From an optimization exercise on the open Yosys and OpenROAD flow, aimed at small area and few clock cycles; shortcuts taken in it are not production practice. The RTL was checked by simulation tests, not by an equivalence proof against the original design.

==> flow/design.v, too long to show whole: its modules and the start of the top module <==
// module differential_drive_vector_mapper_unit: 353 lines
// module ddvm_sumsq: 797 lines
// module ddvm_angsum: 642 lines
// module ddvm_mul14x15: 739 lines
// module ddvm_mul10x15: 348 lines
module differential_drive_vector_mapper_unit #(
  parameter int CORDIC_STAGES = 16
) (
  input  wire logic        clk,
  input  wire logic        rst_n,
  input  wire logic        in_valid,
  output logic             in_stall,
  input  wire logic [15:0] in_target_x,
  input  wire logic [15:0] in_target_y,
  output logic             out_valid,
  input  wire logic        out_stall,
  output logic [9:0]       out_left_duty_us,
  output logic [9:0]       out_right_duty_us,
  output logic             out_reverse,
  output logic             out_drive_enable,
  input  wire logic        cfg_we,
  input  wire logic [2:0]  cfg_index,
  input  wire logic [15:0] cfg_wdata
);
  // ...
==> flow/run.sh <==
#!/bin/bash
# synth_recipe.tcl (not shown) runs the flow's synth.tcl, then flattens the netlist and writes it again
# the make line also repeats each setting of config.mk as NAME=value (left out here)
make -C /OpenROAD-flow-scripts/flow DESIGN_CONFIG=/design/flow/config.mk WORK_HOME=/design/flow/orfs CLKGATE_MAP_FILE= SYNTH_SCRIPT=/design/flow/synth_recipe.tcl finish
==> flow/config.mk <==
export PLATFORM = sky130hd
export DESIGN_NAME = differential_drive_vector_mapper_unit
export DESIGN_NICKNAME = differential_drive_vector_mapper_unit
export VERILOG_FILES = /design/flow/design.v
export SDC_FILE = /design/flow/constraint.sdc
export NUM_CORES = 4
export LEC_CHECK = 0
export ABC_AREA = 1
export CAP_MARGIN = 20
export CORE_MARGIN = 2
export CORE_UTILIZATION = 40
export SLEW_MARGIN = 20
==> flow/constraint.sdc <==
create_clock -name core_clock -period 10.0 [get_ports {clk}]
set_input_delay 2.0000 -clock core_clock [delete_from_list [all_inputs] [get_ports {clk}]]
set_output_delay 2.0000 -clock core_clock [all_outputs]
set_load 0.01 [all_outputs]
==> summary.md, run 1 <==
| Metric | Value |
|---|---|
| Number of non-clock buffers | `between 300 and 400` |
| Hold Crit Start | `g_fl.sr[15]` |
| Nonclk inv count | `2,121` |
| Reg-to-reg startpoint | `g_cor[4].g_r.cy_r[29]` |
| Via count of the first global-routing pass | `~75k` |
| Total placed instance area | `105,000 µm²` |
| Commonest non-fill, non-tap cell in the layout | `sky130_fd_sc_hd__inv_1` |
| Area enclosed by the die boundary | `252,000 µm²` |
| Number of enable flip-flop cells after synthesis | `~580` |
| Run status | `no timing/DRC/antenna violations` |
| GP Congestion | `0.903` |
| Area overhead of the layout relative to synthesis | `9.36%` |
| Final worst slack | `~0.53 ns` |
| Utilization after layout | `between 40% and 50%` |
| Fraction of the mapped netlist area in simple logic gates | `15.6%` |
| Number of detailed-routing iterations run before antenna repair | `5` |
| Post-route standard cell area excluding fillers | `between 100,000 and 150,000 µm²` |
| Met2 Resource Use GR | `between 30% and 40%` |
| Total routed wire length on the met1 layer | `118,000 µm` |
| Count of buffering cells on the critical path with inverters included | `7` |
| Data required time of the critical path | `about 8.0 ns` |
| TritonCTS clock tree | `yes` |
| Placed Cells incl. Taps | `approximately 15k` |
| Fill cells | `approximately 25k` |
| Post-CTS resize count | `2` |
| Top cells by area in the synthesized netlist | `sky130_fd_sc_hd__fa_1 (19%), sky130_fd_sc_hd__edfxtp_1 (17%), sky130_fd_sc_hd__ha_1 (16%), sky130_fd_sc_hd__inv_1 (7.8%), sky130_fd_sc_hd__xor2_1 (6.8%)` |
| Hpwl dp | `around 200,000 µm` |
| Commonest non-fill, non-tap cells in the layout | `sky130_fd_sc_hd__inv_1 (2,057), sky130_fd_sc_hd__nand2_1 (1,708), sky130_fd_sc_hd__ha_1 (1,294)` |
| Vias/cell | `approximately 5` |
| Largest cell class | `multi-input combinational cells` |
| Met3 layer usage reported by global route | `between 1.5 and 2%` |
| Global routing's busiest layer | `met2` |
| Top delay family on crit path | `adder cells` |
| Total negative slack | `0 ns` |
| Number of cells on the worst hold path | `0` |
| Number of pins exceeding their max-slew limit in the final report | `0` |
| Synth Area in XOR/XNOR | `a little over a tenth` |
| Area of the multi-input gates | `~70,000 µm²` |
| Hold buffer count at CTS | `0` |
Testbench counts, summed over its fixed seeds: cycles 13,890.
==> module differential_drive_vector_mapper_unit, before the edit <==
module differential_drive_vector_mapper_unit #(
  parameter int CORDIC_STAGES = 16
) (
  input  wire logic        clk,
  input  wire logic        rst_n,
  input  wire logic        in_valid,
  output logic             in_stall,
  input  wire logic [15:0] in_target_x,
  input  wire logic [15:0] in_target_y,
  output logic             out_valid,
  input  wire logic        out_stall,
  output logic [9:0]       out_left_duty_us,
  output logic [9:0]       out_right_duty_us,
  output logic             out_reverse,
  output logic             out_drive_enable,
  input  wire logic        cfg_we,
  input  wire logic [2:0]  cfg_index,
  input  wire logic [15:0] cfg_wdata
);
  function automatic [31:0] atan_entry(input integer i);
    case (i)
      0: atan_entry = 32'd268435456;  1: atan_entry = 32'd158466703;  2: atan_entry = 32'd83729454;
      3: atan_entry = 32'd42502378;   4: atan_entry = 32'd21333666;   5: atan_entry = 32'd10677233;
      6: atan_entry = 32'd5339919;    7: atan_entry = 32'd2670123;    8: atan_entry = 32'd1335082;
      9: atan_entry = 32'd667543;     10: atan_entry = 32'd333772;    11: atan_entry = 32'd166886;
      12: atan_entry = 32'd83443;     13: atan_entry = 32'd41722;     14: atan_entry = 32'd20861;
      15: atan_entry = 32'd10430;
      default: atan_entry = '0;
    endcase
  endfunction
  function automatic integer cy_w(input integer i);
    case (i)
      0, 1, 2: cy_w = 32;  3: cy_w = 31;  4, 5: cy_w = 30;  6: cy_w = 29;  7: cy_w = 28;
      8: cy_w = 27;  9: cy_w = 26;  10: cy_w = 25;  11: cy_w = 24;  12: cy_w = 23;
      13: cy_w = 22;  14: cy_w = 21;  default: cy_w = 20;
    endcase
  endfunction
  function automatic [33:0] padd(input [33:0] a, input [33:0] b, input cin);
    logic [34:0] g, p, gg, pp, aa, bb;
    aa = {a, cin};
    bb = {b, cin};
    g  = aa & bb;
    p  = aa ^ bb;
    gg = g;
    pp = p;
    for (int l = 1; l <= 6; l++)
      for (int i = (1 << l) - 1; i < 35; i += (1 << l)) begin
        gg[i] = gg[i] | (pp[i] & gg[i - (1 << (l - 1))]);
        pp[i] = pp[i] & pp[i - (1 << (l - 1))];
      end
    for (int l = 5; l >= 1; l--)
      for (int i = 3 * (1 << (l - 1)) - 1; i < 35; i += (1 << l)) begin
        gg[i] = gg[i] | (pp[i] & gg[i - (1 << (l - 1))]);
        pp[i] = pp[i] & pp[i - (1 << (l - 1))];
      end
    padd = p[34:1] ^ gg[33:0];
  endfunction
  function automatic integer popc(input logic [31:0] m);
    popc = 0;
    for (int b = 0; b < 32; b++) if (m[b]) popc = popc + 1;
  endfunction
  localparam logic [15:0] CREG  = 16'b0010_0100_1001_0010;  
  localparam logic [15:0] SREG  = 16'b0001_0000_1000_0000;  
  localparam logic [14:0] DREG  = 15'b001_0001_0001_0001;   
  localparam int SQREG = 1;    
  localparam int DPRE  = 0;    
  localparam int ZREG  = 1;    
  localparam int MREG  = 1;    
  localparam int NCP   = popc(32'(CREG)) + ZREG;
  localparam int NQP   = SQREG + popc(32'(SREG)) + DPRE + popc(32'(DREG));
  localparam int NMX   = (NCP > NQP) ? NCP : NQP;
  localparam int LAT   = NMX + MREG;
  logic [15:0] stop_r, cap_r, over_r;
  logic [9:0]  lduty_r, rduty_r;
  always_ff @(posedge clk) begin
    if (!rst_n) begin
      stop_r  <= 16'd1024;
      cap_r   <= 16'd1536;
      over_r  <= 16'd17920;
      lduty_r <= 10'd550;
      rduty_r <= 10'd600;
    end else if (cfg_we) begin
      unique case (cfg_index)
        REG_STOP:  stop_r  <= cfg_wdata;
        REG_CAP:   cap_r   <= cfg_wdata;
        REG_OVER:  over_r  <= cfg_wdata;
        REG_LDUTY: lduty_r <= cfg_wdata[9:0];
        REG_RDUTY: rduty_r <= cfg_wdata[9:0];
        default: ;
      endcase
    end
  end
  logic adv;
  assign adv = !(out_valid && out_stall);
  assign in_stall = !adv;
  logic [LAT-1:0] vld_r;
  always_ff @(posedge clk) begin
    if (!rst_n) vld_r <= '0;
    else if (adv) vld_r <= {vld_r[LAT-2:0], in_valid};
  end
  assign out_valid = vld_r[LAT-1];
  logic signed [15:0] xs, ys;
  logic [15:0] ax, ay;
  logic [2:0]  flg;    
  always_comb begin
    xs = in_target_x;
    ys = in_target_y;
    ax = xs[15] ? 16'(-xs) : in_target_x;
    ay = ys[15] ? 16'(-ys) : in_target_y;
    flg[2] = (xs != 16'sd0);
    flg[1] = (!ys[15]) == (!xs[15] && xs != 16'sd0);
    flg[0] = ys[15];
  end
  logic [16:0][32:0]        cx;    
  logic [16:0][32:0]        cy;    
  logic [16:0][15:0]        cd;    
  assign cx[0] = {1'b0, ax, 16'd0};
  assign cy[0] = {ay, 16'd0} - 33'd1;
  assign cd[0] = '0;
  for (genvar i = 0; i < 16; i++) begin : g_cor
    localparam int WI = cy_w(i);
    localparam int WN = cy_w(i + 1);
    localparam int WM = WI - i - 1;       
    logic        neg, pos, t;
    logic [32:0] sh, mag, cxn, xsh, cyf;
    logic [WN-1:0] cyn;
    logic [15:0] cdn;
    always_comb begin
      neg  = cy[i][32];
      pos  = !neg;
      sh   = 33'($signed(cy[i]) >>> i);
      mag  = (sh ^ {33{neg}}) & ((33'd1 << WM) - 33'd1);
      t    = (i == 0) ? 1'b1 : &(cy[i] | ~((33'd1 << i) - 33'd1));
      cxn  = 33'(padd({1'b0, cx[i]}, {1'b0, mag}, t ^ neg));
      xsh  = cx[i] >> i;
      cyf  = 33'(padd({1'b0, cy[i]}, {1'b0, xsh ^ {33{pos}}}, pos));
      cyn  = cyf[WN-1:0];
      cdn  = cd[i];
      cdn[i] = pos;
    end
    if (CREG[i]) begin : g_r
      logic [32:0]   cx_r;
      logic [WN-1:0] cy_r;
      logic [i:0]    cd_r;
      always_ff @(posedge clk) if (adv) begin
        cx_r <= cxn;
        cy_r <= cyn;
        cd_r <= cdn[i:0];
      end
      assign cx[i+1] = cx_r;
      assign cy[i+1] = {{(33-WN){cy_r[WN-1]}}, cy_r};
      assign cd[i+1] = 16'(cd_r);
    end else begin : g_w
      assign cx[i+1] = cxn;
      assign cy[i+1] = {{(33-WN){cyn[WN-1]}}, cyn};
      assign cd[i+1] = cdn;
    end
  end
  logic [29:0] zq;
  logic [14:0] ang_nxt;
  ddvm_angsum u_angsum (.d(cd[16]), .y(zq));
  always_comb begin
    if (zq[29])      ang_nxt = '0;
    else if (zq[28]) ang_nxt = 15'd16384;
    else             ang_nxt = {1'b0, zq[27:14]};
  end
  logic [14:0] ang_c;    
  if (ZREG != 0) begin : g_zr
    logic [14:0] r;
    always_ff @(posedge clk) if (adv) r <= ang_nxt;
    assign ang_c = r;
  end else begin : g_zw
    assign ang_c = ang_nxt;
  end
  logic [30:0] sq2;
  ddvm_sumsq u_sumsq (.a(ax[14:0]), .b(ay[14:0]), .y(sq2));
  logic [31:0] ssum;
  assign ssum = {ax[15], 30'd0} + {ay[15], 30'd0} + 32'(sq2);
  logic [16:0][31:0] sv;     
  logic [16:0][16:0] srem;   
  logic [16:0][15:0] sroot;
  if (SQREG != 0) begin : g_sqr
    logic [31:0] r;
    always_ff @(posedge clk) if (adv) r <= ssum;
    assign sv[0] = r;
  end else begin : g_sqw
    assign sv[0] = ssum;
  end
  assign srem[0]  = '0;
  assign sroot[0] = '0;
  for (genvar k = 0; k < 16; k++) begin : g_sq
    localparam int RW = k + 3;    
    logic [RW-1:0] rsh, trial, rn;
    logic [RW:0]   diff;
    logic          take;
    logic [15:0]   rootn;
    logic [31:0]   svn;
    always_comb begin
      rsh   = {srem[k][k:0], sv[k][31:30]};
      trial = RW'({sroot[k], 2'b01});
      diff  = {1'b0, rsh} - {1'b0, trial};
      take  = !diff[RW];
      rn    = take ? diff[RW-1:0] : rsh;
      rootn = {sroot[k][14:0], take};
      svn   = {sv[k][29:0], 2'b00};
    end
    if (SREG[k]) begin : g_r
      logic [k+1:0]  rem_r;
      logic [k:0]    root_r;
      logic [31:0]   sv_r;
      always_ff @(posedge clk) if (adv) begin
        rem_r  <= rn[k+1:0];
        root_r <= rootn[k:0];
        sv_r   <= svn;
      end
      assign srem[k+1]  = 17'(rem_r);
      assign sroot[k+1] = 16'(root_r);
      if (k < 15) begin : g_s
        assign sv[k+1] = {sv_r[31:2*k+2], {(2*k+2){1'b0}}};
      end else begin : g_z
        assign sv[k+1] = 32'd0;
      end
    end else begin : g_w
      assign srem[k+1]  = 17'(rn[k+1:0]);
      assign sroot[k+1] = rootn;
      assign sv[k+1]    = svn;
    end
  end
  logic [15:0] len_raw, len_sh;
  logic        dz_n, ds_n;
  always_comb begin
    len_raw = sroot[16];
    if (len_raw < stop_r)      len_sh = '0;
    else if (len_raw > over_r) len_sh = stop_r;
    else if (len_raw > cap_r)  len_sh = cap_r;
    else                       len_sh = len_raw;
    dz_n = (len_sh == 16'd0);
    ds_n = (len_sh >= cap_r);
  end
  logic [15:0][15:0] drem;
  logic [15:0][14:0] dq;
  logic [15:0]       dz, ds;
  if (DPRE != 0) begin : g_dpr
    logic [15:0] r_rem;
    logic        r_z, r_s;
    always_ff @(posedge clk) if (adv) begin
      r_rem <= len_sh; r_z <= dz_n; r_s <= ds_n;
    end
    assign drem[0] = r_rem; assign dz[0] = r_z; assign ds[0] = r_s;
  end else begin : g_dpw
    assign drem[0] = len_sh; assign dz[0] = dz_n; assign ds[0] = ds_n;
  end
  assign dq[0] = '0;
  for (genvar j = 0; j < 15; j++) begin : g_dv
    logic [16:0] t;
    logic [17:0] df;
    logic        ge;
    logic [15:0] rn;
    logic [14:0] qn;
    always_comb begin
      t  = {drem[j], 1'b0};
      df = {1'b0, t} - {2'b00, cap_r};
      ge = !df[17];
      rn = ge ? df[15:0] : t[15:0];
      qn = {dq[j][13:0], ge};
    end
    if (DREG[j]) begin : g_r
      logic [15:0] rem_r;
      logic [j:0]  q_r;
      logic        z_r, s_r;
      always_ff @(posedge clk) if (adv) begin
        rem_r <= rn; q_r <= qn[j:0]; z_r <= dz[j]; s_r <= ds[j];
      end
      assign drem[j+1] = rem_r; assign dq[j+1] = 15'(q_r);
      assign dz[j+1] = z_r; assign ds[j+1] = s_r;
    end else begin : g_w
      assign drem[j+1] = rn; assign dq[j+1] = qn;
      assign dz[j+1] = dz[j]; assign ds[j+1] = ds[j];
    end
  end
  localparam int DQD = NMX - NQP;    
  localparam int DAD = NMX - NCP;    
  localparam int DFD = NMX + MREG;   
  logic [16:0] qa_in, qa;            
  assign qa_in = {dz[15], ds[15], dq[15]};
  if (DQD == 0) begin : g_qa0
    assign qa = qa_in;
  end else begin : g_qan
    logic [17*DQD-1:0] sr;
    always_ff @(posedge clk) if (adv) sr <= {sr, qa_in};
    assign qa = sr[17*DQD-1 -: 17];
  end
  logic [14:0] ang;
  if (DAD == 0) begin : g_aa0
    assign ang = ang_c;
  end else begin : g_aan
    logic [15*DAD-1:0] sr;
    always_ff @(posedge clk) if (adv) sr <= {sr, ang_c};
    assign ang = sr[15*DAD-1 -: 15];
  end
  logic [2:0] fl;
  begin : g_fl
    logic [3*DFD-1:0] sr;
    always_ff @(posedge clk) if (adv) sr <= {sr, flg};
    assign fl = sr[3*DFD-1 -: 3];
  end
  logic        m_en, m_sat;
  logic [14:0] m_q, m_sc;
  logic [28:0] m_prod;
  ddvm_mul14x15 u_mul_sc (.a(ang[13:0]), .bh(m_q[14:2]), .bl(m_q[1:0]), .y(m_prod));
  always_comb begin
    m_en  = !qa[16];
    m_sat = !qa[16] && qa[15];
    m_q   = (qa[16] || qa[15]) ? 15'd0 : qa[14:0];
    if (m_sat)        m_sc = ang;
    else if (ang[14]) m_sc = {1'b0, m_q[14:1]};
    else              m_sc = {1'b0, m_prod[28:15]};
    m_en  = m_sat || (m_q != 15'd0);
  end
  logic        w_en, w_sat;
  logic [14:0] w_q, w_sc;
  if (MREG != 0) begin : g_mr
    logic        r_en, r_sat;
    logic [14:0] r_q, r_sc;
    always_ff @(posedge clk) if (adv) begin
      r_en <= m_en; r_sat <= m_sat; r_q <= m_q; r_sc <= m_sc;
    end
    assign w_en = r_en; assign w_sat = r_sat; assign w_q = r_q; assign w_sc = r_sc;
  end else begin : g_mw
    assign w_en = m_en; assign w_sat = m_sat; assign w_q = m_q; assign w_sc = m_sc;
  end
  logic [24:0] l_prod, r_prod;
  ddvm_mul10x15 u_mul_l (.a(lduty_r), .b(lw), .y(l_prod));
  ddvm_mul10x15 u_mul_r (.a(rduty_r), .b(rw), .y(r_prod));
  logic        l_scl, r_scl;
  logic [14:0] lw, rw;
  logic        lsat, rsat;
  logic [9:0]  ld_n, rd_n;
  always_comb begin
    r_scl = fl[2] && fl[1];
    l_scl = fl[2] && !fl[1];
    lw    = l_scl ? w_sc : w_q;
    rw    = r_scl ? w_sc : w_q;
    lsat  = !l_scl && w_sat;
    rsat  = !r_scl && w_sat;
    ld_n  = lsat ? lduty_r : l_prod[24:15];
    rd_n  = rsat ? rduty_r : r_prod[24:15];
  end
  assign out_left_duty_us  = w_en ? ld_n : 10'd0;
  assign out_right_duty_us = w_en ? rd_n : 10'd0;
  assign out_reverse       = w_en && fl[0];
  assign out_drive_enable  = w_en;
endmodule
==> run 2: changes to the inputs <==
--- a/flow/design.v
+++ b/flow/design.v
@@ -334,3 +334,2 @@
   always_comb begin
-    m_en  = !qa[16];
     m_sat = !qa[16] && qa[15];
@@ -354,5 +353,2 @@
   end
-  logic [24:0] l_prod, r_prod;
-  ddvm_mul10x15 u_mul_l (.a(lduty_r), .b(lw), .y(l_prod));
-  ddvm_mul10x15 u_mul_r (.a(rduty_r), .b(rw), .y(r_prod));
   logic        l_scl, r_scl;
@@ -361,2 +357,5 @@
   logic [9:0]  ld_n, rd_n;
+  logic [24:0] l_prod, r_prod;
+  ddvm_mul10x15 u_mul_l (.a(lduty_r), .b(lw), .y(l_prod));
+  ddvm_mul10x15 u_mul_r (.a(rduty_r), .b(rw), .y(r_prod));
   always_comb begin
==> run 2 against run 1 <==
Against the previous run:
- synthesized cell count unchanged
- first-iteration DRC count is the same
- utilization is the same
- non-clock buffer count did not move
- clock skew is the same
- count of clock-buffer cells in the layout stayed put
- routed wire length unchanged
- still clean
- global-route usage unchanged
- die area did not move
- critical path depth unchanged
==> summary.md, run 2 <==
| Metric | Value |
|---|---|
| Clk pin slew, worst setup/hold paths | `0.06 ns (about the same)` |
| Number of detailed-routing iterations run before antenna repair | `5 (unchanged)` |
| Dominant cell by count in the synthesized netlist | `sky130_fd_sc_hd__inv_1 (unchanged)` |
| Count of maximum capacitance violations | `0 (unchanged)` |
| Worst slew pin tran | `1.02 ns (unchanged)` |
| Overall overflow remaining after global route | `0 (unchanged)` |
| Largest reg by FF count | `g_cor.g_r.cx_r (unchanged)` |
| Commonest non-fill, non-tap cell in the layout | `sky130_fd_sc_hd__inv_1 (unchanged)` |
| Number of warnings reported in the yosys synthesis log | `1 (unchanged)` |
| Setup Slack @ Placement | `-0.0998 ns (unchanged)` |
| Sequential share of the synthesized area | `19.0% (unchanged)` |
| First-pass GRT wire length | `403,000 µm (unchanged)` |
| Antenna Violating Nets Remaining | `0 (unchanged)` |
| Clock period minus final worst setup slack | `9.47 ns (unchanged)` |
| Crit path DAT | `7.47 ns (about the same)` |
| Category of the most critical setup path | `register to output pin (unchanged)` |
| Fraction of final layout cells with drive strength greater than 1 | `6.54% (unchanged)` |
| Max Clock Skew | `0.0591 ns (unchanged)` |
| Top cells by area in the synthesized netlist | `sky130_fd_sc_hd__fa_1 (19%), sky130_fd_sc_hd__edfxtp_1 (17%), sky130_fd_sc_hd__ha_1 (16%), sky130_fd_sc_hd__inv_1 (7.8%), sky130_fd_sc_hd__xor2_1 (6.8%) (unchanged)` |
| Distinct cell type count after synthesis | `87 (unchanged)` |
| Run status | `no timing/DRC/antenna violations (unchanged)` |
| Critical path launch point type | `register (unchanged)` |
| Total placed instance area | `105,000 µm² (unchanged)` |
| Worst skew pair latency | `0.74 ns (about the same)` |
| Fill cells | `24.5k (unchanged)` |
| Highest net fanout along the worst path | `31 (unchanged)` |
| Top cells by instance count after synthesis | `sky130_fd_sc_hd__inv_1 (2,059), sky130_fd_sc_hd__nand2_1 (1,721), sky130_fd_sc_hd__ha_1 (1,295) (unchanged)` |
| CTS Buf Count | `84 (unchanged)` |
| Global-route usage over all layers | `19.7% (unchanged)` |
| Commonest non-fill, non-tap cells in the layout | `sky130_fd_sc_hd__inv_1 (2,057), sky130_fd_sc_hd__nand2_1 (1,708), sky130_fd_sc_hd__ha_1 (1,294) (unchanged)` |
| Post-route standard cell area excluding fillers | `109,000 µm² (unchanged)` |
| Effective utilization at floorplan | `40.3% (unchanged)` |
| Final setup violation count | `0 (unchanged)` |
| GP Congestion | `0.903 (unchanged)` |
| Via count | `75.7k (unchanged)` |
| Io pins | `80 (unchanged)` |
| Gate count of the mapped netlist | `11.8k (unchanged)` |
| Vias/cell | `4.93 (unchanged)` |
| Via count of the first global-routing pass | `75.4k (unchanged)` |
| Floorplan Core Area | `246,000 µm² (unchanged)` |
| Total negative slack | `0 ns (unchanged)` |
| Placed Cells incl. Taps | `15.2k (unchanged)` |
| Mean Syn Cell Area | `8.44 µm² (unchanged)` |
| Routed WL per cell | `16.1 µm (unchanged)` |
| Final worst slack | `0.529 ns (unchanged)` |
| Combined area of all synthesized cells | `99,400 µm² (unchanged)` |
| Post-synth top area share | `19.2% (unchanged)` |
| Area enclosed by the die boundary | `252,000 µm² (unchanged)` |
| Max FFs per register | `135 (unchanged)` |
| Number of pins exceeding their max-slew limit in the final report | `0 (unchanged)` |
| Clock net sink count | `654 (unchanged)` |
| Post-synth ARST share | `0% (unchanged)` |
| Non-filler cells in the finished layout | `15.3k (unchanged)` |
| Data required time of the critical path | `8.00 ns (about the same)` |
| Synth Flop Type | `sky130_fd_sc_hd__edfxtp_1 (unchanged)` |
| Area leader, netlist | `sky130_fd_sc_hd__fa_1 (unchanged)` |
| TritonCTS clock tree | `yes (unchanged)` |
| Die width | `502 µm (unchanged)` |
| Final number of hold-violating endpoints | `0 (unchanged)` |
| Registers with the most flip-flops | `g_cor.g_r.cx_r x135, g_cor.g_r.cy_r x119, g_dv.g_r.rem_r x64 (unchanged)` |
| Vert. Die Dim | `502 µm (unchanged)` |
| Layout net count | `14.3k (unchanged)` |
| Timing-limited maximum frequency | `106 MHz (unchanged)` |
| Standard-cell rows | `182 (unchanged)` |
| Critical-path cell with the highest stage delay | `sky130_fd_sc_hd__clkdlybuf4s50_1 (unchanged)` |
| Path category of the worst min-delay check | `register to register (unchanged)` |
| Violation count after the first detailed-routing iteration | `4,390 (unchanged)` |
| CTS H-Tree Depth | `3 (unchanged)` |
| Cell at the root of the clock tree | `sky130_fd_sc_hd__clkbuf_16 (unchanged)` |
| Antenna violations before repair | `6 (unchanged)` |
| Hold buffer count at CTS | `0 (unchanged)` |
| Maximum clock path buffer count | `3 (unchanged)` |
| Post-synthesis net count | `14.1k (unchanged)` |
| Sort of element at the end of the critical path | `output pin (unchanged)` |
| Number of buffers added on ports | `79 (unchanged)` |
| Final routed DRC violation total | `0 (unchanged)` |
| Part of the cycle the worst path needs | `94.7% (unchanged)` |
| Area overhead of the layout relative to synthesis | `9.36% (unchanged)` |
| Number of enable flip-flop cells after synthesis | `578 (unchanged)` |
| Slew Limit Headroom | `31.7% (unchanged)` |
| Total detailed-routing wirelength | `247,000 µm (unchanged)` |
| Maximum number of pins on one net before global-route repair | `159 (unchanged)` |
| Hpwl dp | `203,000 µm (unchanged)` |
| Setup repair after global routing missed its margin | `true (unchanged)` |
| FF+latch count, synth | `654 (unchanged)` |
| Stage delay of the slowest cell on the critical path | `0.62 ns (about the same)` |
-- run 2: cell counts after synthesis --
No cell type changed its count.
-- run 2: per-stage QoR --
step / util, % / hold slack, ns
2_1_floorplan: - / 0.400
3_3_place_gp: 42.6 / 0.401
3_5_place_dp: 42.6 / 0.405
4_1_cts: 43.8 / 0.406
5_1_grt: 44.1 / 0.415
6_report: 44.1 / 0.405
-- run 2: worst paths after layout --
path / slack [ns] / cells past startpoint / from / to
setup / recovery: 0.53 / 25 / g_fl.sr[23] / out_right_duty_us[9]
hold reg to reg: 0.41 / 0 / g_fl.sr[15] / g_fl.sr[18]
setup reg to reg: 0.73 / 59 / g_cor[4].g_r.cy_r[29] / g_cor[7].g_r.cx_r[32]
hold / removal: 0.41 / 0 / g_fl.sr[15] / g_fl.sr[18]
-- run 2: metal layers --
metal / global-route usage [%] / vias up / routed length (µm)
met5: 0 / - / 0
met4: 4.81 / 0 / 5650
met3: 1.85 / 277 / 10500
met2: 32.7 / 1334 / 113000
met1: 27.6 / 35700 / 118000
li1: - / 38400 / -
-- run 2: layout make-up --
type / count / area (µm²) / share of cell area, %
diodes: 1 / 2.50 / 0.00230
clock buffers: 103 / 2290 / 2.10
clock inverters: 51 / 682 / 0.628
inverters: 2121 / 8000 / 7.36
multi-input cells: 8768 / 71900 / 66.2
flip-flops and latches: 654 / 18900 / 17.4
well taps: 3312 / 4140 / 3.81
repair buffers: 337 / 2780 / 2.56
-- run 2: logic make-up (layout without fill, tap and decap cells) --
family	count (synthesis)	in the layout	share of synthesized area, %
mux	5	5	0.0541
fa+ha+maj	2247	2247	35.5
xor+xnor	1234	1234	10.9
compound gates	1680	1680	9.79
other cells	0	1	0
flops	654	654	19.0
simple gates	3598	3602	15.6
buf+inv	2358	2612	9.19
-- run 2: critical path: cells and delay by family (launching register included) --
kind / cells / cell delay, ns
buffers and inverters: 7 / 1.39
AND/OR/NAND/NOR: 6 / 0.60
AO/OA/AOI/OAI: 6 / 1.57
adder cells (fa/ha/maj): 6 / 2.74
flip-flops: 1 / 0.47
-- run 2: repair_timing --
action	4_1_cts	5_1_grt
gates resized for setup	2	121
pin swaps	0	16
cloned	0	4
setup buffers	0	37
setup endpoints to repair	2	163
Testbench counts of run 2, summed over its fixed seeds: cycles 13,890.

## afterwards: timing with drivers on the ports
In the flow no input, the clock included, has a driving cell. The finished layouts below were timed again as built, in two steps.
Step 1 (the two cells are an assumption about what drives the block):
set clk [get_ports {clk}]
set_driving_cell -lib_cell sky130_fd_sc_hd__clkbuf_16 $clk
set_driving_cell -lib_cell sky130_fd_sc_hd__buf_2 [delete_from_list [all_inputs] $clk]
Step 2 moves the port delays by t, midway between the first and last clock arrival at a register: inputs arrive t later, outputs are due t later. That takes back most of the time a late clock gives input paths.
a / b / c = ideal / step 1 / step 2; a / b = the first two.
run | shift t [ns] | setup WS [ns] | worst setup path after step 2 | clock arrival spread, ns | pins driven straight from the clock port
run 1 | 0.800 | 0.529 / 0.439 / 0.250 | input to register | 0.063 / 0.063 | 1
run 2 | 0.800 | 0.529 / 0.439 / 0.250 | input to register | 0.063 / 0.063 | 1
After both steps every run listed still meets setup and hold.
